Context: an optimization exercise on an open-source flow, tuned for small area, a short achievable clock period and few clock cycles. The choices shown serve that exercise and are no tape-out recipe. Only simulation tests tie the RTL to the original design; equivalence was not proved.

== run 1 ==
## line_follower_turn_sequencer
module line_follower_turn_sequencer
(
	input  wire                clk,
	input  wire                arst_n,
	input  wire                in_valid,
	output wire                in_ready,
	input  wire                in_ir_outer_left,
	input  wire                in_ir_inner_left,
	input  wire                in_ir_middle,
	input  wire                in_ir_inner_right,
	input  wire                in_ir_outer_right,
	input  wire                in_ir_park,
	input  wire signed [15:0]  in_yaw_rate,
	input  wire [31:0]         in_time_us,
	output wire                out_valid,
	input  wire                out_ready,
	output wire signed [7:0]   out_left_power,
	output wire signed [7:0]   out_right_power,
	output wire [2:0]          out_next_mode,
	input  wire                cfg_valid,
	output wire                cfg_ready,
	input  wire [1:0]          cfg_reg_index,
	input  wire [19:0]         cfg_wdata
);
For scale: roughly 390 flip-flops.
clock: 8.0 ns
lec_check: 0
cap_margin: 20
core_margin: 2
core_utilization: 60
setup_slack_margin: 4.8
slew_margin: 20
tns_end_percent: 10
run.sh (not shown) runs the stock make flow with config.mk's settings and CLKGATE_MAP_FILE= SYNTH_SCRIPT=/design/flow/synth_recipe.tcl, a recipe that flattens the netlist after the stock synthesis.
Both conditions hold for run 1: the flow ran to the end and the final layout passed the timing, design-rule and antenna checks.
Testbench counts of run 1, summed over its fixed seeds: cycles 35,495.
The following lists how run 2 was set up differently from run 1:
- CTS_CLUSTER_DIAMETER now 150, previously not set
- CTS_CLUSTER_SIZE now 30, previously not set
- SETUP_SLACK_MARGIN now 5, was 4.8
- CORE_UTILIZATION now 55, was 60
--- outcome ---
[compare] base=run 1 new=run 2: multiplexer area fraction after synthesis held steady; final number of hold-violating endpoints held steady; clock-buffer cell count decreased 53%; x dimension of the die saw an increase.
Run 2 has completed all stages; timing, DRC and antenna checks passed.
Run 2 ends up with lower number of global-route vias before repair than run 1 does.
> inputs changed (run 2 -> run 3)
- a change of CORE_UTILIZATION from 55 to 60
- a change of TNS_END_PERCENT from 10 to 5
Results
- On cell area reported after detailed placement, run 3 and run 2 are neck and neck.
- Across both runs, layout overhead on the synthesized area was lower for run 3 than for run 2.
- In the flow results for run 3 and run 2, the worst setup slack for register-to-register paths is smaller on run 2.
- Diff run 2 -> run 3: routed wire length went down by about 1.3%; via count of the routed design rose 0.71%; period utilization saw a decrease; global-route usage over all layers went up.
Here is what was changed in the inputs of run 4 compared with run 3.
- CTS_CLUSTER_SIZE changed from 30 to 25
- CTS_CLUSTER_DIAMETER changed from 150 to 120
- SETUP_SLACK_MARGIN changed from 5 to 4.8
- TNS_END_PERCENT changed from 5 to 10
Findings:
Run 4 finished every stage and its layout cleared the timing, design-rule and antenna checks. On number of placed cells counting well taps, run 3 and run 4 are neck and neck. From run 3 to run 4 the numbers moved as follows: worst-case headroom to the max-slew limit saw little to no change, final clock skew lower, sum of routed wire segments on met1 went down by about 0.7%, delay contributed by the slowest stage of the critical path rose 0.05 ns. Run 4 and run 3 ended up with roughly the same wire length of the first global-routing pass. Higher met2 track utilization from global routing goes to run 3 over run 4. Compared with run 3, in run 4 flip-flop and latch area neither gained nor lost much; cell area decreased by 130 um^2 relative to the old numbers; upper clock frequency limit lower; final period demand of the worst path increased by 0.15 ns relative to the old numbers.

* * *

Starting RTL as in the previous note.
clock: 8.0 ns
lec_check: 0
cap_margin: 20
core_margin: 2
core_utilization: 60
cts_cluster_diameter: 140
cts_cluster_size: 28
setup_slack_margin: 5
slew_margin: 20
tns_end_percent: 10
Testbench counts at the start, summed over its fixed seeds: cycles 35,495.
Then changed:
CTS_CLUSTER_DIAMETER = 100   (was 140)
CTS_CLUSTER_SIZE = 20   (was 28)
SETUP_SLACK_MARGIN = 4.8   (was 5)
What happened: Wire length came out lower by 1.5%. Sequential share of layout area went up by 0.10 points. Area after synthesis stays the same. Final cell count hardly moves.
Then changed:
CTS_CLUSTER_DIAMETER = 150   (was 100)
CTS_CLUSTER_SIZE = 30   (was 20)
Result: The changed run went through all stages and came out clean; critical path depth is unchanged; routed wire length stays flat; synthesized cell count is unchanged; core utilization falls by 0.52 points; clock-buffer cell count falls by 11; final area falls slightly.

* * *

line_follower_turn_sequencer again, from the RTL that the note above started with.
Settings: LEC_CHECK=0, CAP_MARGIN=20, CORE_MARGIN=2, CORE_UTILIZATION=60, CTS_CLUSTER_DIAMETER=120, CTS_CLUSTER_SIZE=25, SETUP_SLACK_MARGIN=5, SLEW_MARGIN=20, TNS_END_PERCENT=10; clock period 8.0 ns.
Testbench counts at the start, summed over its fixed seeds: cycles 35,495.
Then changed:
Settings changed: CELL_PAD_IN_SITES_DETAIL_PLACEMENT from default to 0, CELL_PAD_IN_SITES_GLOBAL_PLACEMENT from default to 0, CTS_CLUSTER_DIAMETER 120 to 150, CTS_CLUSTER_SIZE 25 to 30.
Wire length rises by 0.35%.
Area after synthesis is unchanged.
Clock-buffer cell count came out lower by 3.
Worst setup slack improved by 0.036 ns.
Hold slack is better by 0.0040 ns.
Register-to-register slack gets worse by 0.02 ns.
Sequential share of layout area stays flat.

* * *

line_follower_turn_sequencer again, from the RTL that the note above started with.
Settings: LEC_CHECK=0, CAP_MARGIN=20, CORE_MARGIN=2, CORE_UTILIZATION=65, CTS_CLUSTER_DIAMETER=150, CTS_CLUSTER_SIZE=30, SETUP_SLACK_MARGIN=4.8, SLEW_MARGIN=20, TNS_END_PERCENT=10; clock period 8.0 ns.
The starting point ran to the end with no violations.
Testbench counts at the start, summed over its fixed seeds: cycles 35,495.
Next try:
CORE_UTILIZATION = 60   (was 65)
SETUP_SLACK_MARGIN = 5   (was 4.8)
Clock skew came out lower by 0.0058 ns. Global-route usage came out lower by 2.1 points. Register-to-register slack improves by 0.08 ns.

re-timing with driven ports:
How much do the figures lean on ideal ports? The routed layouts below were timed once more, with nothing changed but the port constraints. Step 1 assumes that a clkbuf_16 drives the clock port and a buf_2 every other input. Step 2, shift: input delay + t, output delay - t, t = (earliest + latest rising clock arrival at the registers) / 2. This alone moves slack from input paths to output paths. Three values: ideal, step 1, step 2; two values: the first two.
run	t, ns	setup WS [ns]	hold slack, ns	worst register clock-pin slew, ns
run 1	0.612	4.786 / 4.731 / 4.314	0.325 / 0.325 / 0.325	0.06 / 0.06
run 2	0.582	4.920 / 4.862 / 4.396	0.335 / 0.335 / 0.335	0.12 / 0.12
run 3	0.578	4.946 / 4.890 / 4.402	0.339 / 0.339 / 0.339	0.12 / 0.12
run 4	0.580	4.799 / 4.745 / 4.351	0.324 / 0.324 / 0.324	0.11 / 0.11
the first run of note 2	0.574	4.937 / 4.883 / 4.418	0.320 / 0.320 / 0.320	0.12 / 0.12
the second run of note 2	0.591	4.796 / 4.743 / 4.330	0.318 / 0.318 / 0.318	0.09 / 0.09
the third run of note 2	0.581	4.832 / 4.778 / 4.350	0.336 / 0.336 / 0.336	0.12 / 0.12
the first run of note 3	0.585	4.912 / 4.859 / 4.402	0.335 / 0.335 / 0.335	0.11 / 0.11
the second run of note 3	0.577	4.947 / 4.892 / 4.402	0.339 / 0.339 / 0.339	0.12 / 0.12
the first run of note 4	0.583	4.775 / 4.721 / 4.358	0.335 / 0.335 / 0.335	0.12 / 0.12
the second run of note 4	0.577	4.947 / 4.892 / 4.402	0.339 / 0.339 / 0.339	0.12 / 0.12
After both steps every run listed still meets setup and hold.
